Source: an optimization exercise on an open RTL-to-GDS flow (aim: a short achievable clock period and few clock cycles per item). Production flows keep margins and buffers that such runs may drop.
The RTL was checked by simulation tests, not by an equivalence proof against the original design.
No run shown here takes its clock network from TritonCTS; it comes from the design's own scripts or RTL.
The clock input has no modelled driver; a real chip could not lean on it and would need a root buffer or a full tree.
No activity file was given, so power comes from the tool's default toggle rates.

==> flow/design.v <==
package rv_core_pkg;
    typedef logic [31:0] xlen_t;      
    typedef logic [31:0] inst_t;      
    typedef logic [4:0]  reg_idx_t;   
    localparam int NUM_REGS = 32;
    localparam reg_idx_t ZERO_REG = 5'd0;
    localparam logic [6:0] OPC_OP     = 7'b0110011;   
    localparam logic [6:0] OPC_OP_IMM = 7'b0010011;   
    localparam logic [6:0] OPC_LUI    = 7'b0110111;
    localparam logic [2:0] F3_ADD_SUB = 3'b000;
    localparam logic [2:0] F3_SLL     = 3'b001;
    localparam logic [2:0] F3_SLT     = 3'b010;
    localparam logic [2:0] F3_SLTU    = 3'b011;
    localparam logic [2:0] F3_XOR     = 3'b100;
    localparam logic [2:0] F3_SRL_SRA = 3'b101;
    localparam logic [2:0] F3_OR      = 3'b110;
    localparam logic [2:0] F3_AND     = 3'b111;
    localparam int SEL_ADD  = 0;    
    localparam int SEL_SUB  = 1;
    localparam int SEL_SLL  = 2;
    localparam int SEL_SR   = 3;    
    localparam int SEL_SLT  = 4;
    localparam int SEL_SLTU = 5;
    localparam int SEL_XOR  = 6;
    localparam int SEL_OR   = 7;
    localparam int SEL_AND  = 8;
    localparam int NUM_SEL  = 9;
endpackage
`timescale 1ns/1ns
module rv_decode (
    input  rv_core_pkg::inst_t    inst,
    output logic                  illegal,
    output logic                  writes_rd,    
    output rv_core_pkg::reg_idx_t rd,
    output rv_core_pkg::reg_idx_t rs1,
    output rv_core_pkg::reg_idx_t rs2,
    output logic                  use_rs1,
    output logic                  use_rs2,      
    output rv_core_pkg::xlen_t    imm,
    output logic                  sra,          
    output logic [rv_core_pkg::NUM_SEL-1:0] sel
);
    logic       is_op, is_imm, is_lui;
    logic [2:0] f3;
    logic       alt;
    assign is_op  = inst[6:0] == rv_core_pkg::OPC_OP;
    assign is_imm = inst[6:0] == rv_core_pkg::OPC_OP_IMM;
    assign is_lui = inst[6:0] == rv_core_pkg::OPC_LUI;
    assign f3     = inst[14:12];
    assign alt    = inst[30];
    assign illegal   = !(is_op || is_imm || is_lui);
    assign rd        = inst[11:7];
    assign writes_rd = !illegal && (rd != rv_core_pkg::ZERO_REG);
    assign rs1       = inst[19:15];
    assign rs2       = inst[24:20];
    assign use_rs1   = is_op || is_imm;
    assign use_rs2   = is_op;
    assign imm       = is_lui ? {inst[31:12], 12'b0} : {{20{inst[31]}}, inst[31:20]};
    assign sra       = alt;
    always_comb begin
        sel = '0;
        if (is_lui) begin
            sel[rv_core_pkg::SEL_ADD] = 1'b1;            
        end else begin
            case (f3)
                rv_core_pkg::F3_ADD_SUB: begin
                    if (alt && is_op) sel[rv_core_pkg::SEL_SUB] = 1'b1;
                    else              sel[rv_core_pkg::SEL_ADD] = 1'b1;
                end
                rv_core_pkg::F3_SLL:     sel[rv_core_pkg::SEL_SLL]  = 1'b1;
                rv_core_pkg::F3_SLT:     sel[rv_core_pkg::SEL_SLT]  = 1'b1;
                rv_core_pkg::F3_SLTU:    sel[rv_core_pkg::SEL_SLTU] = 1'b1;
                rv_core_pkg::F3_XOR:     sel[rv_core_pkg::SEL_XOR]  = 1'b1;
                rv_core_pkg::F3_SRL_SRA: sel[rv_core_pkg::SEL_SR]   = 1'b1;
                rv_core_pkg::F3_OR:      sel[rv_core_pkg::SEL_OR]   = 1'b1;
                default:                 sel[rv_core_pkg::SEL_AND]  = 1'b1;
            endcase
        end
    end
endmodule
`timescale 1ns/1ns
module rv_execute (
    input  rv_core_pkg::xlen_t a,
    input  rv_core_pkg::xlen_t b,
    input  logic [4:0]         shl,     
    input  logic [4:0]         shr,
    input  logic               sra,
    output rv_core_pkg::xlen_t r_add,
    output rv_core_pkg::xlen_t r_sub,
    output rv_core_pkg::xlen_t r_sll,
    output rv_core_pkg::xlen_t r_sr,
    output logic               r_slt,
    output logic               r_sltu,
    output rv_core_pkg::xlen_t r_xor,
    output rv_core_pkg::xlen_t r_or,
    output rv_core_pkg::xlen_t r_and
);
    logic [32:0] sr_full;
    assign r_add  = a + b;
    assign r_sub  = a - b;
    assign r_sll  = a << shl;
    assign sr_full = $signed({sra & a[31], a}) >>> shr;
    assign r_sr   = sr_full[31:0];
    assign r_slt  = $signed(a) < $signed(b);
    assign r_sltu = a < b;
    assign r_xor  = a ^ b;
    assign r_or   = a | b;
    assign r_and  = a & b;
endmodule
module rv_alu_mux (
    input  logic [rv_core_pkg::NUM_SEL-1:0] g,
    input  rv_core_pkg::xlen_t r_add,
    input  rv_core_pkg::xlen_t r_sub,
    input  rv_core_pkg::xlen_t r_sll,
    input  rv_core_pkg::xlen_t r_sr,
    input  logic               r_slt,
    input  logic               r_sltu,
    input  rv_core_pkg::xlen_t r_xor,
    input  rv_core_pkg::xlen_t r_or,
    input  rv_core_pkg::xlen_t r_and,
    output rv_core_pkg::xlen_t y
);
    assign y = ({32{g[rv_core_pkg::SEL_ADD]}} & r_add)
             | ({32{g[rv_core_pkg::SEL_SUB]}} & r_sub)
             | ({32{g[rv_core_pkg::SEL_SLL]}} & r_sll)
             | ({32{g[rv_core_pkg::SEL_SR]}}  & r_sr)
             | ({32{g[rv_core_pkg::SEL_XOR]}} & r_xor)
             | ({32{g[rv_core_pkg::SEL_OR]}}  & r_or)
             | ({32{g[rv_core_pkg::SEL_AND]}} & r_and)
             | {31'b0, (g[rv_core_pkg::SEL_SLT] & r_slt) | (g[rv_core_pkg::SEL_SLTU] & r_sltu)};
endmodule
`timescale 1ns/1ns
module rv_result (
    input  logic                  clock,
    input  logic                  arst_n,
    input  logic                  we,
    input  rv_core_pkg::reg_idx_t wr_idx,
    input  rv_core_pkg::xlen_t    wr_data,
    output logic [rv_core_pkg::NUM_REGS-1:0] ok_next,   
    input  logic [rv_core_pkg::NUM_REGS-1:0] sel1,      
    input  logic [rv_core_pkg::NUM_REGS-1:0] sel2,
    output rv_core_pkg::xlen_t    rs1_data,
    output rv_core_pkg::xlen_t    rs2_data
);
    rv_core_pkg::xlen_t                rf [0:rv_core_pkg::NUM_REGS-1];
    logic [rv_core_pkg::NUM_REGS-1:0]  ok;
    logic [rv_core_pkg::NUM_REGS-1:0]  wen;
    assign rf[0]  = '0;
    assign ok[0]  = 1'b0;
    assign wen[0] = 1'b0;
    for (genvar i = 1; i < rv_core_pkg::NUM_REGS; i++) begin : g_reg
        assign wen[i] = we && (wr_idx == i);
        always_ff @(posedge clock or negedge arst_n) begin
            if (!arst_n)
                ok[i] <= 1'b0;
            else if (wen[i])
                ok[i] <= 1'b1;
        end
        always_ff @(posedge clock) begin
            if (wen[i])
                rf[i] <= wr_data;
        end
    end
    assign ok_next = ok | wen;
    always_comb begin
        rs1_data = '0;
        rs2_data = '0;
        for (int i = 1; i < rv_core_pkg::NUM_REGS; i++) begin
            rs1_data = rs1_data | ({32{sel1[i]}} & rf[i]);
            rs2_data = rs2_data | ({32{sel2[i]}} & rf[i]);
        end
    end
endmodule
`timescale 1ns/1ns
module rv_core (
    input  logic                  clock,
    input  logic                  arst_n,
    input  logic                  inst_valid,
    input  rv_core_pkg::inst_t    inst,
    input  rv_core_pkg::xlen_t    pc,
    output logic                  credit_return,
    output logic                  commit_valid,
    output rv_core_pkg::reg_idx_t commit_reg_idx,
    output rv_core_pkg::xlen_t    commit_data,
    output rv_core_pkg::xlen_t    commit_npc,
    output logic                  commit_illegal
);
    localparam int NS = rv_core_pkg::NUM_SEL;
    localparam int NR = rv_core_pkg::NUM_REGS;
    logic                  i_illegal, i_writes, i_use_rs1, i_use_rs2, i_sra;
    rv_core_pkg::reg_idx_t i_rd, i_rs1, i_rs2;
    rv_core_pkg::xlen_t    i_imm;
    logic [NS-1:0]         i_sel;
    rv_decode dec_port (
        .inst      (inst),
        .illegal   (i_illegal),
        .writes_rd (i_writes),
        .rd        (i_rd),
        .rs1       (i_rs1),
        .rs2       (i_rs2),
        .use_rs1   (i_use_rs1),
        .use_rs2   (i_use_rs2),
        .imm       (i_imm),
        .sra       (i_sra),
        .sel       (i_sel)
    );
    logic                  f_valid;
    logic                  f_writes;      
    rv_core_pkg::reg_idx_t f_rd;
    logic                  f_illegal;
    rv_core_pkg::xlen_t    f_pc;
    rv_core_pkg::xlen_t    f_imm;         
    logic                  f_sra;
    logic [NS-1:0]         f_sel;
    logic                  f_sh_l, f_sh_r;
    logic                  f_fwd1, f_fwd2;    
    logic                  f_byp1, f_byp2;
    logic [NR-1:0]         f_rf1, f_rf2;
    logic [NS-1:0]         f_g1, f_g2;    
    logic                  x_writes;
    rv_core_pkg::reg_idx_t x_rd;
    logic                  x_illegal;
    rv_core_pkg::xlen_t    x_npc;
    rv_core_pkg::xlen_t    x_a;
    rv_core_pkg::xlen_t    x_b;
    logic [4:0]            x_shl;         
    logic [4:0]            x_shr;
    logic                  x_sra;
    logic [NS-1:0]         x_gc;          
    logic                  x_valid;
    logic                  c_writes;
    rv_core_pkg::reg_idx_t w_idx;
    rv_core_pkg::xlen_t    w_data;
    logic [NS-1:0]         x_sel;
    logic [NR-1:0]         ok_next;
    logic                  fwd1_n, fwd2_n, byp1_n, byp2_n;
    logic [NR-1:0]         rs1_oh, rs2_oh;
    assign fwd1_n = f_writes && (f_rd == i_rs1);
    assign fwd2_n = f_writes && (f_rd == i_rs2);
    assign byp1_n = x_writes && (x_rd == i_rs1);
    assign byp2_n = x_writes && (x_rd == i_rs2);
    always_comb begin
        for (int i = 0; i < NR; i++) begin
            rs1_oh[i] = (i_rs1 == i) && ok_next[i];
            rs2_oh[i] = (i_rs2 == i) && ok_next[i];
        end
    end
    logic                  f_use1, f_use2, f_lui;
    logic [19:0]           f_hi;          
    always_ff @(posedge clock or negedge arst_n) begin
        if (!arst_n) begin
            f_valid  <= 1'b0;
            f_writes <= 1'b0;
        end else begin
            f_valid  <= inst_valid;
            f_writes <= inst_valid && i_writes;
        end
    end
    always_ff @(posedge clock) begin
        f_rd      <= i_rd;
        f_illegal <= i_illegal;
        f_pc      <= pc;
        f_hi      <= inst[31:12];
        f_lui     <= inst[6:0] == rv_core_pkg::OPC_LUI;
        f_use1    <= i_use_rs1;
        f_use2    <= i_use_rs2;
        f_sra     <= i_sra;
        f_sel     <= i_sel;
        f_sh_l    <= i_sel[rv_core_pkg::SEL_SLL];
        f_sh_r    <= i_sel[rv_core_pkg::SEL_SR];
        f_fwd1    <= fwd1_n;
        f_fwd2    <= fwd2_n;
        f_byp1    <= byp1_n;
        f_byp2    <= byp2_n;
        f_rf1     <= rs1_oh;
        f_rf2     <= rs2_oh;
        f_g1      <= f_sel & {NS{fwd1_n}};
        f_g2      <= f_sel & {NS{fwd2_n}};
    end
    logic                  d_byp1, d_byp2;
    logic                  d_rfen1, d_rfen2;
    logic [NS-1:0]         d_g1, d_g2;
    assign d_byp1 = f_use1 && !f_fwd1 && f_byp1;
    assign d_byp2 = f_use2 && !f_fwd2 && f_byp2;
    assign d_rfen1 = f_use1 && !f_fwd1 && !f_byp1;
    assign d_rfen2 = f_use2 && !f_fwd2 && !f_byp2;
    assign d_g1   = f_g1 & {NS{f_use1}};
    assign d_g2   = f_g2 & {NS{f_use2}};
    assign f_imm  = f_use2 ? '0 : (f_lui ? {f_hi, 12'b0} : {{20{f_hi[19]}}, f_hi[19:8]});
    assign credit_return = f_valid;
    rv_core_pkg::xlen_t rf_rs1;
    rv_core_pkg::xlen_t rf_rs2;
    rv_result rv_result_i (
        .clock    (clock),
        .arst_n   (arst_n),
        .we       (c_writes),
        .wr_idx   (w_idx),
        .wr_data  (w_data),
        .ok_next  (ok_next),
        .sel1     (f_rf1),
        .sel2     (f_rf2),
        .rs1_data (rf_rs1),
        .rs2_data (rf_rs2)
    );
    rv_core_pkg::xlen_t r_add, r_sub, r_sll, r_sr, r_xor, r_or, r_and;
    logic               r_slt, r_sltu;
    rv_execute rv_execute_i (
        .a      (x_a),
        .b      (x_b),
        .shl    (x_shl),
        .shr    (x_shr),
        .sra    (x_sra),
        .r_add  (r_add),
        .r_sub  (r_sub),
        .r_sll  (r_sll),
        .r_sr   (r_sr),
        .r_slt  (r_slt),
        .r_sltu (r_sltu),
        .r_xor  (r_xor),
        .r_or   (r_or),
        .r_and  (r_and)
    );
    rv_core_pkg::xlen_t fwd_a, fwd_b, res_c, res_w;
    rv_alu_mux mux_a (
        .g (d_g1),
        .r_add (r_add), .r_sub (r_sub), .r_sll (r_sll), .r_sr (r_sr),
        .r_slt (r_slt), .r_sltu (r_sltu), .r_xor (r_xor), .r_or (r_or), .r_and (r_and),
        .y (fwd_a)
    );
    rv_alu_mux mux_b (
        .g (d_g2),
        .r_add (r_add), .r_sub (r_sub), .r_sll (r_sll), .r_sr (r_sr),
        .r_slt (r_slt), .r_sltu (r_sltu), .r_xor (r_xor), .r_or (r_or), .r_and (r_and),
        .y (fwd_b)
    );
    rv_alu_mux mux_c (
        .g (x_gc),
        .r_add (r_add), .r_sub (r_sub), .r_sll (r_sll), .r_sr (r_sr),
        .r_slt (r_slt), .r_sltu (r_sltu), .r_xor (r_xor), .r_or (r_or), .r_and (r_and),
        .y (res_c)
    );
    rv_alu_mux mux_w (
        .g (x_sel),
        .r_add (r_add), .r_sub (r_sub), .r_sll (r_sll), .r_sr (r_sr),
        .r_slt (r_slt), .r_sltu (r_sltu), .r_xor (r_xor), .r_or (r_or), .r_and (r_and),
        .y (res_w)
    );
    rv_core_pkg::xlen_t d_a, d_b;
    assign d_a = fwd_a | ({32{d_byp1}} & w_data) | ({32{d_rfen1}} & rf_rs1);
    assign d_b = fwd_b | ({32{d_byp2}} & w_data) | ({32{d_rfen2}} & rf_rs2) | f_imm;
    always_ff @(posedge clock or negedge arst_n) begin
        if (!arst_n) begin
            x_valid      <= 1'b0;
            x_writes     <= 1'b0;
            commit_valid <= 1'b0;
            c_writes     <= 1'b0;
        end else begin
            x_valid      <= f_valid;
            x_writes     <= f_writes;
            commit_valid <= x_valid;
            c_writes     <= x_writes;
        end
    end
    always_ff @(posedge clock) begin
        x_rd      <= f_rd;
        x_illegal <= f_illegal;
        x_npc     <= f_pc + 32'd4;
        x_a       <= d_a;
        x_b       <= d_b;
        x_shl     <= d_b[4:0] & {5{f_sh_l}};
        x_shr     <= d_b[4:0] & {5{f_sh_r}};
        x_sra     <= f_sra;
        x_gc      <= f_sel & {NS{f_writes}};
        x_sel     <= f_sel;
        commit_reg_idx <= x_writes ? x_rd : rv_core_pkg::ZERO_REG;
        commit_data    <= res_c;
        w_idx          <= x_rd;
        w_data         <= res_w;
        commit_npc     <= x_npc;
        commit_illegal <= x_illegal;
    end
endmodule
==> flow/flow/run.sh <==
#!/bin/bash
# Own layout flow: the standard ORFS flow (standard.sh) with these changes
#  - synthesis: the standard flow's synthesis script, but full/half adders are not
#    extracted into adder cells (ADDER_MAP_FILE empty) and ABC maps with a
#    delay-oriented script (flow/abc_delay.script); registers are untouched
#  - clock tree: flow/manual_cts.tcl (the PRE_CTS hook) replaces TritonCTS
#    with a balanced two-level tree: the clock port drives 4 root buffers,
#    each drives a quarter of the leaf buffers, each leaf drives ~18 flops
# Every tool's output goes to ORFS's per-step logs under orfs/logs/, and the
# make output to own_flow.log in this folder.
set -uo pipefail
here=$(pwd)
abc_script=$here/flow/abc_delay.script
{
  echo "proc abc {args} {"
  echo "  set i [lsearch \$args -script]"
  echo "  set args [lreplace \$args \$i [expr {\$i + 1}] -script $abc_script]"
  echo "  set j [lsearch \$args -D]"
  echo "  if {\$j >= 0} { set args [lreplace \$args \$j [expr {\$j + 1}]] }"
  echo "  yosys abc -D 1500 {*}\$args"
  echo "}"
  cat "$here/synth_recipe.tcl"
} > "$here/own_synth.tcl"

export PRE_CTS_TCL=$here/flow/manual_cts.tcl
export MCTS_GROUP=18
export MCTS_ROOT=sky130_fd_sc_hd__buf_16
export MCTS_LEAF=sky130_fd_sc_hd__clkbuf_16

bash "$here/standard.sh" SYNTH_SCRIPT="$here/own_synth.tcl" ADDER_MAP_FILE= \
    SETUP_SLACK_MARGIN=5.5 finish > "$here/own_flow.log" 2>&1
status=$?
exit $status
==> flow/flow/abc_delay.script <==
strash
balance
map {D}
topo
buffer -c
upsize -c {D}
dnsize -c {D}
==> flow/flow/manual_cts.tcl <==
# Manual two-level clock tree, used in place of TritonCTS (this file is the
# PRE_CTS hook and replaces the clock_tree_synthesis command).
# The clock port drives 4 root buffers; each root drives a quarter of the
# leaf buffers; each leaf buffer drives a compact group of about MCTS_GROUP
# flip-flop clock pins. Every register sees the same number of buffers, so
# the tree is balanced by construction. CTS's repair and the later steps run
# as usual.
proc mcts_centroid {items} {
  set sx 0
  set sy 0
  foreach s $items {
    set sx [expr {$sx + [lindex $s 0]}]
    set sy [expr {$sy + [lindex $s 1]}]
  }
  set k [llength $items]
  return [list [expr {$sx / $k}] [expr {$sy / $k}]]
}

proc mcts_place {block master name xy} {
  set inst [odb::dbInst_create $block $master $name]
  $inst setLocation [expr {[lindex $xy 0] - [$master getWidth] / 2}] \
    [expr {[lindex $xy 1] - [$master getHeight] / 2}]
  $inst setPlacementStatus PLACED
  return $inst
}

proc clock_tree_synthesis {args} {
  set group_size 28
  if { [info exists ::env(MCTS_GROUP)] } { set group_size $::env(MCTS_GROUP) }
  set db [ord::get_db]
  set block [ord::get_db_block]
  set leaf_master [$db findMaster [expr {[info exists ::env(MCTS_LEAF)] ? $::env(MCTS_LEAF) : "sky130_fd_sc_hd__clkbuf_16"}]]
  set root_master [$db findMaster [expr {[info exists ::env(MCTS_ROOT)] ? $::env(MCTS_ROOT) : "sky130_fd_sc_hd__clkbuf_16"}]]
  set clk_net [[$block findBTerm clock] getNet]
  $clk_net setSigType CLOCK

  # sinks: every instance pin on the clock net, at its cell's center
  set sinks {}
  foreach it [$clk_net getITerms] {
    set inst [$it getInst]
    set loc [$inst getLocation]
    set m [$inst getMaster]
    lappend sinks [list [expr {[lindex $loc 0] + [$m getWidth] / 2}] \
      [expr {[lindex $loc 1] + [$m getHeight] / 2}] $it]
  }
  set n [llength $sinks]
  set ngroups [expr {int(ceil(double($n) / $group_size))}]
  set nstrips [expr {max(1, int(round(sqrt($ngroups))))}]
  puts "manual cts: $n sinks, $ngroups groups in $nstrips strips"

  # vertical strips of equal sink count, then groups by y inside each strip
  set sorted [lsort -integer -index 0 $sinks]
  set per_strip [expr {int(ceil(double($n) / $nstrips))}]
  set groups {}
  for {set s 0} {$s < $nstrips} {incr s} {
    set strip [lrange $sorted [expr {$s * $per_strip}] [expr {($s + 1) * $per_strip - 1}]]
    if { [llength $strip] == 0 } { continue }
    set strip [lsort -integer -index 1 $strip]
    set ng [expr {int(ceil(double([llength $strip]) / $group_size))}]
    set per_group [expr {int(ceil(double([llength $strip]) / $ng))}]
    for {set g 0} {$g < $ng} {incr g} {
      set grp [lrange $strip [expr {$g * $per_group}] [expr {($g + 1) * $per_group - 1}]]
      if { [llength $grp] > 0 } { lappend groups $grp }
    }
  }

  # a leaf buffer at the centroid of each group
  set leaves {}
  set i 0
  foreach grp $groups {
    set xy [mcts_centroid $grp]
    set inst [mcts_place $block $leaf_master "mcts_leaf_$i" $xy]
    set net [odb::dbNet_create $block "mcts_leaf_net_$i"]
    $net setSigType CLOCK
    [$inst findITerm X] connect $net
    foreach s $grp {
      set it [lindex $s 2]
      $it disconnect
      $it connect $net
    }
    lappend leaves [list [lindex $xy 0] [lindex $xy 1] $inst]
    incr i
  }

  # four equal sets of leaves by bisection: halves by x, then each by y
  set byx [lsort -integer -index 0 $leaves]
  set h [expr {[llength $byx] / 2}]
  set quads {}
  foreach half [list [lrange $byx 0 [expr {$h - 1}]] [lrange $byx $h end]] {
    set byy [lsort -integer -index 1 $half]
    set hh [expr {[llength $byy] / 2}]
    lappend quads [lrange $byy 0 [expr {$hh - 1}]] [lrange $byy $hh end]
  }

  # a root buffer at the centroid of each set, all four on the clock port
  set q 0
  foreach members $quads {
    if { [llength $members] == 0 } { continue }
    set rinst [mcts_place $block $root_master "mcts_root_$q" [mcts_centroid $members]]
    set rnet [odb::dbNet_create $block "mcts_root_net_$q"]
    $rnet setSigType CLOCK
    [$rinst findITerm X] connect $rnet
    [$rinst findITerm A] connect $clk_net
    foreach l $members {
      [[lindex $l 2] findITerm A] connect $rnet
    }
    puts "manual cts: root $q drives [llength $members] leaves"
    incr q
  }
  puts "manual cts: [llength $leaves] leaf buffers, $q roots"
  set_propagated_clock [all_clocks]
}
==> flow/standard.sh <==
#!/bin/bash
# synth_recipe.tcl (not shown) runs the flow's synth.tcl, then flattens the netlist and writes it again
# the make line also repeats each setting of config.mk as NAME=value (left out here)
make -C /OpenROAD-flow-scripts/flow DESIGN_CONFIG=/design/flow/config.mk WORK_HOME=/design/flow/orfs CLKGATE_MAP_FILE= SYNTH_SCRIPT=/design/flow/synth_recipe.tcl "${@:-finish}"
==> flow/config.mk <==
export PLATFORM = sky130hd
export DESIGN_NAME = rv_core
export DESIGN_NICKNAME = rv_core
export VERILOG_FILES = /design/flow/design.v
export SDC_FILE = /design/flow/constraint.sdc
export NUM_CORES = 4
export LEC_CHECK = 0
export CAP_MARGIN = 20
export CORE_MARGIN = 2
export CORE_UTILIZATION = 30
export PLACE_DENSITY = 0.45
export SETUP_SLACK_MARGIN = 5
export SLEW_MARGIN = 20
export TNS_END_PERCENT = 100
==> flow/constraint.sdc <==
create_clock -name core_clock -period 8.0 [get_ports {clock}]
set_input_delay 1.6000 -clock core_clock [delete_from_list [all_inputs] [get_ports {clock}]]
set_output_delay 1.6000 -clock core_clock [all_outputs]
set_load 0.01 [all_outputs]
==> flow_summary.yaml, run 1 <==
setup_path:
  cp_common_cell: "nand4_1"
  start_kind: "register"
  crit_type: "reg -> reg"
  reg2regPathDepth: 9
  slowest_stage: "nor4_4"
  max_stage_delay_ps: 790
  worstPathRequired_ps: 8540
  cp_cell_sequence: "clkinvlp_4, buf_12, o22ai_4, nor4_4, nand4_1, nand2_1, o211ai_1, a21oi_1, nand4_1"
  critPathArrivalTime_ps: 3410
  crit_path_max_fanout: 6
  worstSetupEndpointType: "register"
cells_and_area:
  area_growth_pct: 37.0
  nNetsFinal: 7929
  final_cells: 10900
  fillerInstances: 21500
  layout-drive-gt1-share_pct: 30.9
  post-route-util_pct: 41.4
  multi_input_area_mm2: 0.0298
  seq_area_mm2: 0.0388
logic_synthesis:
  synth_edf_count: 992
  yosysWarnings: 4
  ys_ff_latch: 1421
  synth_area_mm2: 0.0679
  synth.area.top_cells: "edfxtp_1 44%, dfxtp_1 12%, o22ai_1 9.5%, inv_1 6.6%, nand2_1 3.2%"
  post_synth_num_cell_types: 75
  synth-seq-area-share_pct: 56.8
  syn_avg_cell_area_um2: 9.69
  yosysTopAreaCell: "edfxtp_1"
  synthCells: 7010
  synth_ff_type: "edfxtp_1"
  synthArstFlopShare_pct: 2.60
  synth_top_area_share_pct: 43.8
  synthesis.nets: 7077
placed_design:
  dp_cells: 9994
  place.gp.congestion: 1.06
  dp_hpwl_um: 250000
  port_buffers: 138
route:
  drc: 0
  drt_iter0_drc: 12000
  vias_per_cell: 6.32
  vias: 68700
  drtAntennaViolNets: 0
  drt_wl_total_um: 433000
  wl_per_cell_um: 39.8
  drt_first_pass_iters: 9
global_routing:
  antenna_found_initial: 34
  grt_max_degree: 38
  grt_pass1_vias: 61400
  grt_pass1_wl_um: 545000
  globalRoute.totalOverflow: 0
  grt_use_total_pct: 34.5
worst_hold_path:
  min_path_cells: 0
  worstHoldPathType: "reg -> reg"
clocking:
  hold_buffers: 0
  clk_pin_slew_ps: 110
  insertion_delay_ps: 650
power_and_ir_drop:
  ir_worst_vdd_uv: 236
  finalPower_mw: 13.4
  powerDensity_mw_per_mm2: 144
  leakagePower_nw: 37.4
sta:
  period_share_pct: 35.9
  max_freq_mhz: 348
  finalSetupViolCount: 0
  tightest_slew_ps: 1150
  rsz0062_at_grt: "true"
  hold_viol: 0
  relSlewSlack_pct: 23.6
  clock_skew_ps: 129
  tns_ps: 0
  post-route-min-period_ps: 2870
  maxSlewViolCount: 0
floorplan:
  fp.dieW_um: 480
  die_height_um: 480
  fp.dieArea_mm2: 0.230
  fp-row-count: 174
  io_pins: 139
  start_util_pct: 30.2
  coreArea_mm2: 0.225
outcome:
  outcome: "no timing/DRC/antenna violations"
run:
  drv_cap: 0
## layer usage
layer  share of wire, %  up-vias  routed length [um]  track usage [%]
li1                   -    27400                   -                -
met1                 38    34000              166000             46.2
met2                 39     5849              171000             47.7
met3                 15     1380               63300             11.8
met4                7.6       26               32900             20.5
met5              0.065        -                 283            0.414
## worst paths after layout
path | slack (ps) | to | from
worst min-delay path | 330 | commit_npc[30]$_DFF_P_ | x_npc[30]$_DFF_P_
worst max-delay path | 5130 | x_a[11]$_DFF_P_ | f_rf1[12]$_DFF_P_
worst min register to register | 330 | commit_npc[30]$_DFF_P_ | x_npc[30]$_DFF_P_
min in group asynchronous | 1140 | commit_valid$_DFF_PN0_ | arst_n
worst max register to register | 5130 | x_a[11]$_DFF_P_ | f_rf1[12]$_DFF_P_
max in group asynchronous | 6440 | rv_result_i.ok[25]$_DFFE_PN0P_ | arst_n
## kinds of logic after synthesis
family / count (synthesis) / share of synthesized area, %
buffers and inverters: 1605 / 9.05
muxes: 83 / 1.22
AOI/OAI and AO/OA: 2062 / 19.5
and+or+nand+nor: 1789 / 12.8
DFF: 1421 / 56.8
xor gates and xnor gates: 50 / 0.645
## registers in the layout, indices dropped and copies added, names as in the netlist, 20 cells and up
name and cells:
rv_result_i.rf 992, commit_data 32, commit_npc 32, f_pc 32, w_data 32, x_a 32
x_b 32, x_npc 32, f_rf1 31, f_rf2 31, rv_result_i.ok 31, f_hi 20
## timing repair
item                                    in CTS  in global routing
gates resized for setup                   1556                810
setup buffers                              253                442
gates cloned                                53                 25
pin swaps                                  176                304
endpoints found under the setup margin     305                245
## power by group
group / internal, mW / switching, mW / total [mW]
clock network: 1.88 / 2.55 / 4.43
logic: 0.239 / 0.667 / 0.906
registers: 7.95 / 0.0674 / 8.02
total: 10.1 / 3.28 / 13.4
## through the flow
step,hold slack (ps),instance area (um2),setup WS [ps]
global route,334,93000,5180
detailed placement,312,73600,3830
finish,329,93000,5130
floorplan,310,68000,5400
CTS,330,85000,5160
global placement,310,73600,3780
## synth_stat cells (all sizes together), types with 2 or more instances
cell type	n
a2111oi	70
a211oi	14
a21boi	15
a21o	3
a21oi	266
a221oi	59
a22oi	83
a31o	2
a31oi	31
and2	11
buf	79
clkbuf	281
clkinv	10
dfrtp	37
dfxtp	392
edfxtp	992
inv	1235
mux2i	83
nand2	612
nand3	269
nand3b	8
nand4	165
nor2	394
nor3	48
nor3b	2
nor4	241
o2111ai	83
o211ai	42
o21a	13
o21ai	290
o21bai	19
o221ai	26
o22ai	1036
o2bb2ai	2
or2	39
xnor2	13
xor2	37
## cells in the final DEF, fill, tap and decap left out, types with 167 or more instances in the layout
cell	count
nand3_1	243
nand2_1	463
o22ai_1	951
inv_1	1108
buf_12	213
buf_4	584
a21oi_1	179
edfxtp_1	992
nor2_1	227
o21ai_0	167
dfxtp_1	252
## worst max-delay path, delay by kind of cell, from the launching register on
family | cells | cell delay (ps)
buffers and inverters | 2 | 270
AO/OA/AOI/OAI | 3 | 390
AND/OR/NAND/NOR | 4 | 1850
flip-flops | 1 | 350
## area by class of cell
type	instances	share of cell area, %
antenna	14	0.0377
buffer	85	2.30
inverter	1245	5.39
multi-input combinational	3985	32.1
sequential	1421	41.7
tap	2992	4.02
timing repair buffer	1122	14.5
timing repair inverter	2	0.00807
Testbench counts, summed over its fixed seeds: cycles 8,024, items 8,000.
==> run 2: changes to the inputs <==
--- a/flow/design.v
+++ b/flow/design.v
@@ -216,7 +216,6 @@
     logic                  f_fwd1, f_fwd2;    
     logic                  f_byp1, f_byp2;
     logic [NR-1:0]         f_rf1, f_rf2;
-    logic [NS-1:0]         f_g1, f_g2;    
     logic                  x_writes;
     rv_core_pkg::reg_idx_t x_rd;
     logic                  x_illegal;
@@ -226,9 +225,13 @@
     logic [4:0]            x_shl;         
     logic [4:0]            x_shr;
     logic                  x_sra;
-    logic [NS-1:0]         x_gc;          
     logic                  x_valid;
     logic                  c_writes;
+    logic                  c_valid;
+    rv_core_pkg::reg_idx_t c_idx;
+    rv_core_pkg::xlen_t    c_data;
+    rv_core_pkg::xlen_t    c_npc;
+    logic                  c_illegal;
     rv_core_pkg::reg_idx_t w_idx;
     rv_core_pkg::xlen_t    w_data;
     logic [NS-1:0]         x_sel;
@@ -274,20 +277,14 @@
         f_byp2    <= byp2_n;
         f_rf1     <= rs1_oh;
         f_rf2     <= rs2_oh;
-        f_g1      <= f_sel & {NS{fwd1_n}};
-        f_g2      <= f_sel & {NS{fwd2_n}};
     end
     logic                  d_byp1, d_byp2;
     logic                  d_rfen1, d_rfen2;
-    logic [NS-1:0]         d_g1, d_g2;
     assign d_byp1 = f_use1 && !f_fwd1 && f_byp1;
     assign d_byp2 = f_use2 && !f_fwd2 && f_byp2;
     assign d_rfen1 = f_use1 && !f_fwd1 && !f_byp1;
     assign d_rfen2 = f_use2 && !f_fwd2 && !f_byp2;
-    assign d_g1   = f_g1 & {NS{f_use1}};
-    assign d_g2   = f_g2 & {NS{f_use2}};
     assign f_imm  = f_use2 ? '0 : (f_lui ? {f_hi, 12'b0} : {{20{f_hi[19]}}, f_hi[19:8]});
-    assign credit_return = f_valid;
     rv_core_pkg::xlen_t rf_rs1;
     rv_core_pkg::xlen_t rf_rs2;
     rv_result rv_result_i (
@@ -320,45 +317,36 @@
         .r_or   (r_or),
         .r_and  (r_and)
     );
-    rv_core_pkg::xlen_t fwd_a, fwd_b, res_c, res_w;
-    rv_alu_mux mux_a (
-        .g (d_g1),
-        .r_add (r_add), .r_sub (r_sub), .r_sll (r_sll), .r_sr (r_sr),
-        .r_slt (r_slt), .r_sltu (r_sltu), .r_xor (r_xor), .r_or (r_or), .r_and (r_and),
-        .y (fwd_a)
-    );
-    rv_alu_mux mux_b (
-        .g (d_g2),
-        .r_add (r_add), .r_sub (r_sub), .r_sll (r_sll), .r_sr (r_sr),
-        .r_slt (r_slt), .r_sltu (r_sltu), .r_xor (r_xor), .r_or (r_or), .r_and (r_and),
-        .y (fwd_b)
-    );
-    rv_alu_mux mux_c (
-        .g (x_gc),
-        .r_add (r_add), .r_sub (r_sub), .r_sll (r_sll), .r_sr (r_sr),
-        .r_slt (r_slt), .r_sltu (r_sltu), .r_xor (r_xor), .r_or (r_or), .r_and (r_and),
-        .y (res_c)
-    );
-    rv_alu_mux mux_w (
+    rv_core_pkg::xlen_t res;
+    rv_alu_mux mux_r (
         .g (x_sel),
         .r_add (r_add), .r_sub (r_sub), .r_sll (r_sll), .r_sr (r_sr),
         .r_slt (r_slt), .r_sltu (r_sltu), .r_xor (r_xor), .r_or (r_or), .r_and (r_and),
-        .y (res_w)
+        .y (res)
     );
-    rv_core_pkg::xlen_t d_a, d_b;
-    assign d_a = fwd_a | ({32{d_byp1}} & w_data) | ({32{d_rfen1}} & rf_rs1);
-    assign d_b = fwd_b | ({32{d_byp2}} & w_data) | ({32{d_rfen2}} & rf_rs2) | f_imm;
+    logic               d_fwd1, d_fwd2;
+    rv_core_pkg::xlen_t d_a_old, d_b_old, d_a, d_b;
+    assign d_fwd1  = f_use1 && f_fwd1;
+    assign d_fwd2  = f_use2 && f_fwd2;
+    assign d_a_old = ({32{d_byp1}} & w_data) | ({32{d_rfen1}} & rf_rs1);
+    assign d_b_old = ({32{d_byp2}} & w_data) | ({32{d_rfen2}} & rf_rs2) | f_imm;
+    assign d_a     = ({32{d_fwd1}} & res) | d_a_old;
+    assign d_b     = ({32{d_fwd2}} & res) | d_b_old;
     always_ff @(posedge clock or negedge arst_n) begin
         if (!arst_n) begin
             x_valid      <= 1'b0;
             x_writes     <= 1'b0;
-            commit_valid <= 1'b0;
+            c_valid      <= 1'b0;
             c_writes     <= 1'b0;
+            commit_valid <= 1'b0;
+            credit_return <= 1'b0;
         end else begin
             x_valid      <= f_valid;
             x_writes     <= f_writes;
-            commit_valid <= x_valid;
+            c_valid      <= x_valid;
             c_writes     <= x_writes;
+            commit_valid <= c_valid;
+            credit_return <= f_valid;
         end
     end
     always_ff @(posedge clock) begin
@@ -367,16 +355,19 @@
         x_npc     <= f_pc + 32'd4;
         x_a       <= d_a;
         x_b       <= d_b;
-        x_shl     <= d_b[4:0] & {5{f_sh_l}};
-        x_shr     <= d_b[4:0] & {5{f_sh_r}};
+        x_shl     <= ({5{d_fwd2 && f_sh_l}} & res[4:0]) | ({5{f_sh_l}} & d_b_old[4:0]);
+        x_shr     <= ({5{d_fwd2 && f_sh_r}} & res[4:0]) | ({5{f_sh_r}} & d_b_old[4:0]);
         x_sra     <= f_sra;
-        x_gc      <= f_sel & {NS{f_writes}};
         x_sel     <= f_sel;
-        commit_reg_idx <= x_writes ? x_rd : rv_core_pkg::ZERO_REG;
-        commit_data    <= res_c;
+        c_idx          <= x_writes ? x_rd : rv_core_pkg::ZERO_REG;
+        c_data         <= res & {32{x_writes}};
         w_idx          <= x_rd;
-        w_data         <= res_w;
-        commit_npc     <= x_npc;
-        commit_illegal <= x_illegal;
+        w_data         <= res;
+        c_npc          <= x_npc;
+        c_illegal      <= x_illegal;
+        commit_reg_idx <= c_idx;
+        commit_data    <= c_data;
+        commit_npc     <= c_npc;
+        commit_illegal <= c_illegal;
     end
 endmodule
--- a/flow/config.mk
+++ b/flow/config.mk
@@ -7,8 +7,8 @@
 export LEC_CHECK = 0
 export CAP_MARGIN = 20
 export CORE_MARGIN = 2
-export CORE_UTILIZATION = 30
-export PLACE_DENSITY = 0.45
+export CORE_UTILIZATION = 35
+export PLACE_DENSITY = 0.5
 export SETUP_SLACK_MARGIN = 5
 export SLEW_MARGIN = 20
 export TNS_END_PERCENT = 100
==> flow_summary.yaml, run 2 <==
floorplan:
  fp.dieW_um: 436
  fp.dieArea_mm2: 0.190
  coreArea_mm2: 0.186
  io_pins: 139
  die_height_um: 436
  fp-row-count: 158
  start_util_pct: 35.2
logic_synthesis:
  synth_common_cells: "1,196 x inv_1, 1,004 x o22ai_1, 992 x edfxtp_1"
  synth_edf_count: 992
  yosysWarnings: 4
  yosys.cell_count.top_type: "inv_1"
  syn_avg_cell_area_um2: 10.0
  ys_ff_latch: 1465
  synth_area_mm2: 0.0654
  synth_top_area_share_pct: 45.5
  synth.area.top_cells: "edfxtp_1 46%, dfxtp_1 13%, o22ai_1 9.6%, inv_1 6.9%, nand2_1 3.4%"
  synthCells: 6522
  post_synth_num_cell_types: 69
  synth_ff_type: "edfxtp_1"
  yosysTopAreaCell: "edfxtp_1"
  synthArstFlopShare_pct: 2.59
  synth-seq-area-share_pct: 60.3
  synthesis.nets: 6589
setup_path:
  critPathArrivalTime_ps: 3200
  worstSetupEndpointType: "register"
  r2r_start: "x_shl[0]$_DFF_P_"
  reg2regPathDepth: 12
  start_kind: "register"
  cp-startpoint: "x_shl[0]$_DFF_P_"
  crit_path_max_fanout: 7
  worstPathRequired_ps: 8470
  rrSetupSlack_ps: 5270
  crit_type: "reg -> reg"
sta:
  clock_skew_ps: 106
  tns_ps: 0
  post-route-min-period_ps: 2730
  max_freq_mhz: 366
  finalSetupViolCount: 0
  rsz0062_at_grt: "true"
  maxSlewViolCount: 0
  period_share_pct: 34.1
  relSlewSlack_pct: 39.9
  hold_viol: 0
  worst_slack_ps: 5270
  tightest_slew_ps: 894
worst_hold_path:
  min_from: "c_npc[6]$_DFF_P_"
  worstHoldPathType: "reg -> reg"
  min_path_cells: 0
global_routing:
  grt_pass1_vias: 50700
  grt_pass1_wl_um: 381000
  grt_use_total_pct: 27.4
  globalRoute.totalOverflow: 0
  antenna_found_initial: 11
  grt_max_degree: 39
route:
  drc: 0
  vias_per_cell: 5.89
  wl_per_cell_um: 29.8
  drtAntennaViolNets: 0
  vias: 54600
  drt_first_pass_iters: 6
  drt_wl_total_um: 276000
  drt_iter0_drc: 7238
placed_design:
  place.gp.congestion: 1.08
  dp_cells: 8978
  port_buffers: 138
  dp_hpwl_um: 188000
  place_ws_ps: 4160
cells_and_area:
  final_common_cell: "inv_1"
  layout-drive-gt1-share_pct: 20.8
  final_cells: 9257
  nNetsFinal: 6844
  regMostFlops: "rv_result_i.rf"
  largest_reg_flops: 992
  final_cell_mix: "1,160 x inv_1, 997 x o22ai_1, 992 x edfxtp_1"
  area_growth_pct: 19.8
run:
  drv_cap: 0
power_and_ir_drop:
  powerDensity_mw_per_mm2: 173
  ir_worst_vdd_uv: 239
  leakagePower_nw: 31.6
clocking:
  clk_pin_slew_ps: 110
  insertion_delay_ps: 610
  hold_buffers: 0
outcome:
  outcome: "no timing/DRC/antenna violations"
## run 2: logic make-up after synthesis
kind of cell | synth area share, %
AO/OA/AOI/OAI | 17.0
multiplexers | 1.21
flip-flops | 60.3
buffers and inverters | 8.86
AND/OR/NAND/NOR | 12.2
XOR/XNOR | 0.438
## run 2: path summary, 6_finish.rpt
| check | to |
|---|---|
| min in group asynchronous | rv_result_i.ok[6]$_DFFE_PN0P_ |
| max in group asynchronous | c_writes$_DFF_PN0_ |
| worst min-delay path | commit_npc[6]$_DFF_P_ |
| worst min register to register | commit_npc[6]$_DFF_P_ |
| worst max register to register | x_b[15]$_DFF_P_ |
| worst max-delay path | x_b[15]$_DFF_P_ |
## run 2: what timing repair did
item	4_1_cts	5_1_grt
pin swaps	85	118
gates cloned	8	3
gates resized for setup	1104	448
setup buffers	95	78
endpoints found under the setup margin	270	213
## run 2: per-layer routing
layer / part of all wire [%] / wire, um / up-vias / global-route usage (%)
li1: - / - / 24000 / -
met1: 40 / 111000 / 27000 / 37.0
met2: 45 / 124000 / 2971 / 43.9
met3: 9.3 / 25600 / 639 / 4.58
met4: 5.5 / 15100 / 12 / 10.9
met5: 0.026 / 71 / - / 0
## run 2: cell type report
cell class	count	area (um2)
tap	2480	3100
inverter	1205	4610
multi-input combinational	3543	24200
antenna	2	5.00
timing repair buffer	469	4380
fill	17800	107000
sequential	1465	39700
buffer	93	2340
## run 2: through the flow
step	utilization, %	total power, mW	hold WS, ps	cell area, um2
after floorplan	-	8.72	310	65400
after global placement	37.7	9.08	310	70000
after detailed placement	37.7	9.08	312	70000
after CTS	41.0	13.6	261	76100
after global routing	42.2	13.9	277	78300
final	42.2	13.6	255	78300
## run 2: critical path, cell delays in order (launching register included)
cell and delay [ps]:
dfxtp_4 420, clkbuf_16 210, buf_4 160, o21ai_2 280, mux2i_1 120, mux2i_1 250, mux2i_1 170, nor2_2 500
a211oi_2 70, nand4_1 120, buf_4 160, nand2_1 50, nand2_1 70
## run 2: power breakdown
group          switching [mW]  leakage (nW)  internal, mW  total [mW]
Clock                    2.44          1.15          2.05        4.49
Combinational           0.502          18.2         0.238       0.740
Sequential              0.150          12.3          8.19        8.34
Total                    3.10          31.6          10.5        13.6
Testbench counts of run 2, summed over its fixed seeds: cycles 8,032, items 8,000.
==> run 3: changes to the inputs <==
--- a/flow/flow/run.sh
+++ b/flow/flow/run.sh
@@ -6,6 +6,9 @@
 #  - clock tree: flow/manual_cts.tcl (the PRE_CTS hook) replaces TritonCTS
 #    with a balanced two-level tree: the clock port drives 4 root buffers,
 #    each drives a quarter of the leaf buffers, each leaf drives ~18 flops
+#    within a span of 130 um
+#  - global route: flow/grt_repair.tcl (the PRE_GLOBAL_ROUTE hook) adds one
+#    more setup repair pass on global route parasitics
 # Every tool's output goes to ORFS's per-step logs under orfs/logs/, and the
 # make output to own_flow.log in this folder.
 set -uo pipefail
@@ -23,7 +26,9 @@
 } > "$here/own_synth.tcl"
 
 export PRE_CTS_TCL=$here/flow/manual_cts.tcl
+export PRE_GLOBAL_ROUTE_TCL=$here/flow/grt_repair.tcl
 export MCTS_GROUP=18
+export MCTS_SPAN=130000
 export MCTS_ROOT=sky130_fd_sc_hd__buf_16
 export MCTS_LEAF=sky130_fd_sc_hd__clkbuf_16
 
==> flow/flow/grt_repair.tcl (new file) <==
# PRE_GLOBAL_ROUTE hook: the power recovery slot of global_route.tcl (empty
# in this flow) runs one more setup repair on global route parasitics,
# with more passes, between its start/end incremental global routes.
proc recover_power_helper { } {
  log_cmd estimate_parasitics -global_routing
  log_cmd repair_timing -setup -setup_margin 5.6 -repair_tns 100 \
    -max_passes 1000 -verbose
  log_cmd detailed_placement
}
--- a/flow/flow/manual_cts.tcl
+++ b/flow/flow/manual_cts.tcl
@@ -64,6 +64,29 @@
     }
   }
 
+  # split any group whose pins spread wider than MCTS_SPAN (half perimeter,
+  # in DBU) along its longer side, so no leaf drives a long net
+  set span 60000
+  if { [info exists ::env(MCTS_SPAN)] } { set span $::env(MCTS_SPAN) }
+  set todo $groups
+  set groups {}
+  while { [llength $todo] > 0 } {
+    set grp [lindex $todo 0]
+    set todo [lrange $todo 1 end]
+    set xs [lsort -integer [lmap s $grp {lindex $s 0}]]
+    set ys [lsort -integer [lmap s $grp {lindex $s 1}]]
+    set dx [expr {[lindex $xs end] - [lindex $xs 0]}]
+    set dy [expr {[lindex $ys end] - [lindex $ys 0]}]
+    if { $dx + $dy <= $span || [llength $grp] < 2 } {
+      lappend groups $grp
+      continue
+    }
+    set idx [expr {$dx >= $dy ? 0 : 1}]
+    set grp [lsort -integer -index $idx $grp]
+    set h [expr {[llength $grp] / 2}]
+    lappend todo [lrange $grp 0 [expr {$h - 1}]] [lrange $grp $h end]
+  }
+
   # a leaf buffer at the centroid of each group
   set leaves {}
   set i 0
==> flow_summary.yaml, run 3 <==
sta:
  rsz0062_at_grt: "true"
  max_freq_mhz: 371
  clock_skew_ps: 91.2
  tns_ps: 0
  maxSlewViolCount: 0
  tightest_slew_ps: 873
  period_share_pct: 33.7
  finalSetupViolCount: 0
  fin_hold_ws_ps: 274
  post-route-min-period_ps: 2700
  relSlewSlack_pct: 41.3
  hold_viol: 0
placed_design:
  place.gp.congestion: 1.08
  port_buffers: 138
  dp_hpwl_um: 188000
  dp_cells: 8978
clocking:
  hold_buffers: 0
  clk_pin_slew_ps: 60
  insertion_delay_ps: 610
power_and_ir_drop:
  finalPower_mw: 13.9
  powerDensity_mw_per_mm2: 168
  ir_worst_vdd_uv: 272
  switching_share_pct: 23.0
  p_switching_mw: 3.18
  seqPwrFrac_pct: 60.2
  leakagePower_nw: 33.3
  p_clk_share_pct: 33.7
  combPwrFrac_pct: 6.1
  p_int_mw: 10.7
setup_path:
  worstPathRequired_ps: 8460
  cp_num_buf_inv: 5
  crit_path_max_fanout: 7
  crit_type: "reg -> reg"
  cp_cell_sequence: "buf_12, buf_12, buf_16, nor2_4, o21bai_4, a21boi_2, o21ai_2, a21oi_2, o211ai_1, nand4_4, buf_8, buf_6, nand2_2, nand2_2"
  max_stage_delay_ps: 580
  rrSetupSlack_ps: 5300
  critPathArrivalTime_ps: 3160
  reg2reg_to: "x_a[9]$_DFF_P_"
  start_kind: "register"
  crit_family: "compound AO/OA/AOI/OAI gates"
  reg2regPathDepth: 14
  r2r_start: "x_shr[0]$_DFF_P_"
  worstSetupEndpointType: "register"
  slowest_stage: "o211ai_1"
floorplan:
  fp-row-count: 158
  start_util_pct: 35.2
  fp.dieArea_mm2: 0.190
  die_height_um: 436
  io_pins: 139
  coreArea_mm2: 0.186
  fp.dieW_um: 436
cells_and_area:
  area_growth_pct: 26.4
  final_common_cell: "inv_1"
  final_cell_mix: "1,147 x inv_1, 992 x o22ai_1, 992 x edfxtp_1"
  fillerInstances: 17300
  layout-drive-gt1-share_pct: 27.3
  final_cells: 9417
  regMostFlops: "rv_result_i.rf"
  nNetsFinal: 7005
  largest_reg_flops: 992
logic_synthesis:
  synth.area.top_cells: "edfxtp_1 46%, dfxtp_1 13%, o22ai_1 9.6%, inv_1 6.9%, nand2_1 3.4%"
  synthCells: 6522
  synth_compound_area_share_pct: 17.0
  yosys.area_share.simple_pct: 12.2
  yosys.area_share.adder_pct: 0
  synth_top_family_by_area: "compound AO/OA/AOI/OAI gates"
  synthesis.nets: 6589
  synth_area_mm2: 0.0654
  synth_edf_count: 992
  yosysWarnings: 4
  post_synth_num_cell_types: 69
  synthMuxAreaShare_pct: 1.21
  yosys.cell_count.top_type: "inv_1"
  synth_top_area_share_pct: 45.5
  yosysTopAreaCell: "edfxtp_1"
  synth_xor_area_share_pct: 0.438
  synthArstFlopShare_pct: 2.59
  ys_ff_latch: 1465
  syn_avg_cell_area_um2: 10.0
  synth_ff_type: "edfxtp_1"
  synth-seq-area-share_pct: 60.3
  synth_common_cells: "1,196 x inv_1, 1,004 x o22ai_1, 992 x edfxtp_1"
outcome:
  outcome: "no timing/DRC/antenna violations"
worst_hold_path:
  min_from: "x_npc[3]$_DFF_P_"
  worstHoldPathType: "reg -> reg"
  min_path_cells: 0
  min_to: "c_npc[3]$_DFF_P_"
route:
  vias: 56100
  drtAntennaViolNets: 0
  drc: 0
  drt_iter0_drc: 7603
  drt_first_pass_iters: 6
  drt_wl_total_um: 284000
  vias_per_cell: 5.96
  wl_per_cell_um: 30.1
global_routing:
  grt_pass1_wl_um: 382000
  grt_use_total_pct: 27.5
  globalRoute.totalOverflow: 0
  grt_pass1_vias: 50800
  grt_max_degree: 39
  antenna_found_initial: 11
run:
  drv_cap: 0
run 3: cell counts after synthesis:
Identical to the previous run, type by type.
run 3: layout make-up:
class	count	area [um2]	share of cell area, %
sequential	1465	39700	48.1
multi-input combinational	3545	26400	32.0
timing repair buffer	618	6170	7.47
inverter	1205	4680	5.66
tap	2480	3100	3.75
buffer	100	2510	3.04
timing repair inverter	3	17.5	0.0212
antenna	1	2.50	0.00303
run 3: repair_timing:
action                                  4_1_cts  5_1_grt
endpoints found under the setup margin      270      215
cloned                                        7       21
buffers inserted                            100      210
pin swaps                                    82      394
resized for setup                          1125     1094
run 3: logic make-up after synthesis:
group,Yosys count
AO/OA/AOI/OAI,1778
XOR/XNOR,31
buffers and inverters,1516
flip-flops,1465
multiplexers,79
AND/OR/NAND/NOR,1653
run 3: worst reg2reg max path, stage by stage (launching register included):
cell      delay, ps
dfxtp_4         360
buf_12          140
buf_12          130
buf_16          150
nor2_4           80
o21bai_4        150
a21boi_2         90
o21ai_2         200
a21oi_2          70
o211ai_1        580
nand4_4         180
buf_8           190
buf_6           140
nand2_2          50
nand2_2          60
run 3: how the worst max path moves through the flow:
| stage | endpoint | slack, ps | from | depth (start not counted) |
|---|---|---|---|---|
| after floorplan | rv_result_i.rf[19][0]$_DFFE_PP_ | 5400 | w_idx[4]$_DFF_P_ | 5 |
| after global placement | c_data[24]$_DFF_P_ | 3970 | x_shl[0]$_DFF_P_ | 9 |
| after detailed placement | f_byp1$_DFF_P_ | 4160 | inst[19] | 5 |
| after CTS | credit_return | 5290 | x_valid$_DFF_PN0_ | 1 |
| after global routing | credit_return | 5290 | x_valid$_DFF_PN0_ | 1 |
| final | x_a[9]$_DFF_P_ | 5300 | x_shr[0]$_DFF_P_ | 14 |
run 3: layer usage:
metal	routed length, um	share of wire (%)	track usage, %	vias up
li1	-	-	-	24300
met2	126000	45	43.4	3326
met4	17900	6.3	11.9	18
met3	27500	9.7	4.69	769
met5	161	0.057	0	-
met1	112000	39	37.1	27700
run 3: power by group through the flow:
stage               Clock [mW]  Sequential [mW]  Combinational [mW]
finish                    4.67             8.34               0.845
global route              5.01             8.35               0.871
CTS                       4.76             8.34               0.660
detailed placement           0             8.51               0.566
global placement             0             8.51               0.570
floorplan                    0             8.47               0.253
run 3: stage by stage:
step	setup slack, ps	instance area [um2]	utilization (%)
after global placement	3970	70000	37.7
after floorplan	5400	65400	-
after detailed placement	4160	70000	37.7
after CTS	5290	76300	41.1
after global routing	5290	82600	44.5
final	5300	82600	44.5
==> run 4: changes to the inputs <==
--- a/flow/flow/run.sh
+++ b/flow/flow/run.sh
@@ -5,7 +5,7 @@
 #    delay-oriented script (flow/abc_delay.script); registers are untouched
 #  - clock tree: flow/manual_cts.tcl (the PRE_CTS hook) replaces TritonCTS
 #    with a balanced two-level tree: the clock port drives 4 root buffers,
-#    each drives a quarter of the leaf buffers, each leaf drives ~18 flops
+#    each drives a quarter of the leaf buffers, each leaf drives ~24 flops
 #    within a span of 130 um
 #  - global route: flow/grt_repair.tcl (the PRE_GLOBAL_ROUTE hook) adds one
 #    more setup repair pass on global route parasitics
@@ -27,7 +27,7 @@
 
 export PRE_CTS_TCL=$here/flow/manual_cts.tcl
 export PRE_GLOBAL_ROUTE_TCL=$here/flow/grt_repair.tcl
-export MCTS_GROUP=18
+export MCTS_GROUP=24
 export MCTS_SPAN=130000
 export MCTS_ROOT=sky130_fd_sc_hd__buf_16
 export MCTS_LEAF=sky130_fd_sc_hd__clkbuf_16
==> flow_summary.yaml, run 4 <==
power_and_ir_drop:
  powerDensity_mw_per_mm2: 165
  leakagePower_nw: 32.2
  ir_worst_vdd_uv: 207
  p_switching_mw: 3.03
  switching_share_pct: 23.0
  seqPwrFrac_pct: 63.3
  finalPower_mw: 13.2
  p_clk_share_pct: 30.7
  combPwrFrac_pct: 6.0
  p_int_mw: 10.1
route:
  drtAntennaViolNets: 0
  wl_per_cell_um: 30.0
  drt_wl_total_um: 279000
  drt_first_pass_iters: 6
  drt_iter0_drc: 7446
  vias: 55100
  vias_per_cell: 5.93
  drc: 0
floorplan:
  fp.dieArea_mm2: 0.190
  fp.dieW_um: 436
  die_height_um: 436
  start_util_pct: 35.2
  fp-row-count: 158
  io_pins: 139
  coreArea_mm2: 0.186
sta:
  period_share_pct: 33.5
  max_freq_mhz: 373
  maxSlewViolCount: 0
  tns_ps: 0
  relSlewSlack_pct: 33.1
  worst_slack_ps: 5320
  finalSetupViolCount: 0
  clock_skew_ps: 98.5
  hold_viol: 0
  rsz0062_at_grt: "true"
  tightest_slew_ps: 978
  post-route-min-period_ps: 2680
placed_design:
  place_ws_ps: 4160
  place.gp.congestion: 1.08
  dp_hpwl_um: 188000
  port_buffers: 138
logic_synthesis:
  ys_ff_latch: 1465
  synth.area.top_cells: "edfxtp_1 46%, dfxtp_1 13%, o22ai_1 9.6%, inv_1 6.9%, nand2_1 3.4%"
  synth_top_area_share_pct: 45.5
  synthCells: 6522
  synth_area_mm2: 0.0654
  synth-seq-area-share_pct: 60.3
  yosysWarnings: 4
  yosys.cell_count.top_type: "inv_1"
  synth_edf_count: 992
  yosysTopAreaCell: "edfxtp_1"
  post_synth_num_cell_types: 69
  synth_common_cells: "1,196 x inv_1, 1,004 x o22ai_1, 992 x edfxtp_1"
  syn_avg_cell_area_um2: 10.0
  synth_ff_type: "edfxtp_1"
  synthesis.nets: 6589
  synthArstFlopShare_pct: 2.59
worst_hold_path:
  worstHoldPathType: "reg -> reg"
setup_path:
  crit_path_max_fanout: 2
  cp_num_buf_inv: 1
  worstSetupEndpointType: "output port"
  cp_cell_sequence: "buf_2"
  worstPathRequired_ps: 6400
  crit_family: "flip-flops"
  max_stage_delay_ps: 410
  start_kind: "register"
  crit_type: "reg -> out"
  slowest_stage: "dfrtp_1"
  critPathArrivalTime_ps: 1080
run:
  drv_cap: 0
cells_and_area:
  final_cell_mix: "1,149 x inv_1, 995 x o22ai_1, 992 x edfxtp_1"
  nNetsFinal: 6881
  largest_reg_flops: 992
  post-route-util_pct: 43.1
  area_growth_pct: 22.2
  final_common_cell: "inv_1"
  regMostFlops: "rv_result_i.rf"
  layout-drive-gt1-share_pct: 23.5
global_routing:
  globalRoute.totalOverflow: 0
  antenna_found_initial: 8
  grt_pass1_vias: 50600
  grt_max_degree: 39
  grt_pass1_wl_um: 381000
  grt_use_total_pct: 27.4
outcome:
  outcome: "no timing/DRC/antenna violations"
clocking:
  hold_buffers: 0
  insertion_delay_ps: 560
  clk_pin_slew_ps: 100
run 4: changes by cell type in the layout (fill, tap and decap cells not counted), moves of 13 or more:
cell,previous run,this run
o21ai_2,93,80
a21oi_1,98,117
o21ai_0,60,77
clkbuf_16,112,80
nand2_2,119,70
nor2_1,203,219
buf_4,312,259
nor2_4,127,113
a21oi_4,39,19
nand2_1,438,499
buf_6,137,104
run 4: routing by layer:
layer | wire length (um) | track usage [%]
met4 | 15100 | 10.8
met1 | 112000 | 37.3
met5 | 49 | 0
met2 | 126000 | 43.6
met3 | 25400 | 4.28
run 4: final timing paths:
kind                                                        to  depth (start not counted)               from  slack (ps)
worst max-delay path                             credit_return                          1  x_valid$_DFF_PN0_        5320
worst min-delay path                          c_npc[3]$_DFF_P_                          0   x_npc[3]$_DFF_P_         260
worst max register to register                  x_a[9]$_DFF_P_                         12   x_shr[0]$_DFF_P_        5320
worst min register to register                c_npc[3]$_DFF_P_                          0   x_npc[3]$_DFF_P_         260
max in group asynchronous                   x_writes$_DFF_PN0_                          1             arst_n        6460
min in group asynchronous       rv_result_i.ok[15]$_DFFE_PN0P_                          1             arst_n        1060
run 4: area by class of cell:
| class | instances | area (um2) |
|---|---|---|
| Inverter | 1205 | 4650 |
| Timing Repair inverter | 1 | 7.51 |
| Timing Repair Buffer | 523 | 5190 |
| Fill cell | 17600 | 106000 |
| Buffer | 76 | 1910 |
| Antenna cell | 1 | 2.50 |
| Multi-Input combinational cell | 3542 | 25400 |
| Tap cell | 2480 | 3100 |
| Sequential cell | 1465 | 39700 |
run 4: logic make-up after synthesis:
group	Yosys count	synth area share (%)
AND/OR/NAND/NOR	1653	12.2
AO/OA/AOI/OAI	1778	17.0
flip-flops	1465	60.3
buffers and inverters	1516	8.86
multiplexers	79	1.21
XOR/XNOR	31	0.438
run 4: power groups by stage:
stage | registers, mW | logic [mW] | clock network [mW]
floorplan | 8.47 | 0.253 | 0
global placement | 8.51 | 0.570 | 0
detailed placement | 8.51 | 0.566 | 0
CTS | 8.34 | 0.662 | 4.15
global route | 8.36 | 0.813 | 4.39
finish | 8.34 | 0.786 | 4.05
run 4: timing repair:
| action | 4_1_cts | 5_1_grt |
|---|---|---|
| gates resized for setup | 1133 | 793 |
| endpoints found under the setup margin | 270 | 216 |
| cloned | 6 | 13 |
| pin swaps | 86 | 224 |
| setup buffers | 98 | 121 |
run 4: stage by stage:
stage                     cells  hold WS [ps]  area, um2
final                      9293           262      79900
after CTS                  9158           273      75700
after floorplan            6522           310      65400
after detailed placement   8978           312      70000
after global placement     8978           310      70000
after global routing       9293           301      79900

## separate check: timing with driven ports
The flow's constraints put no driver on any port. The routed layouts listed below were extracted and timed again, unchanged, in two steps. Step 1 sets driving cells, clkbuf_16 on the clock port and buf_2 on the other inputs (assumed; they add their load-dependent delay and slew). Step 2 times the ports against the registers' clock, not the clock port: input delays grow and output delays shrink by t, the midpoint of the rising clock arrivals with the driver on. Three values: ideal, step 1, step 2; two values: the first two.
| run | t (ns) | setup WS [ns] | latest minus earliest clock arrival (ns) | slew at the worst register clock pin (ns) | pins driven straight from the clock port |
|---|---|---|---|---|---|
| run 1 | 0.808 | 5.130 / 4.954 / 4.719 | 0.130 / 0.128 | 0.12 / 0.12 | 4 |
| run 2 | 0.751 | 5.270 / 5.143 / 4.932 | 0.105 / 0.106 | 0.11 / 0.11 | 4 |
| run 3 | 0.760 | 5.301 / 5.111 / 4.993 | 0.094 / 0.092 | 0.09 / 0.09 | 4 |
| run 4 | 0.704 | 5.316 / 5.115 / 5.079 | 0.116 / 0.116 | 0.10 / 0.10 | 4 |
After both steps setup and hold are still met in every run listed. For run 1, which loses most, drivers alone change the setup slack by -0.176 ns; drivers and shift together by -0.411 ns.
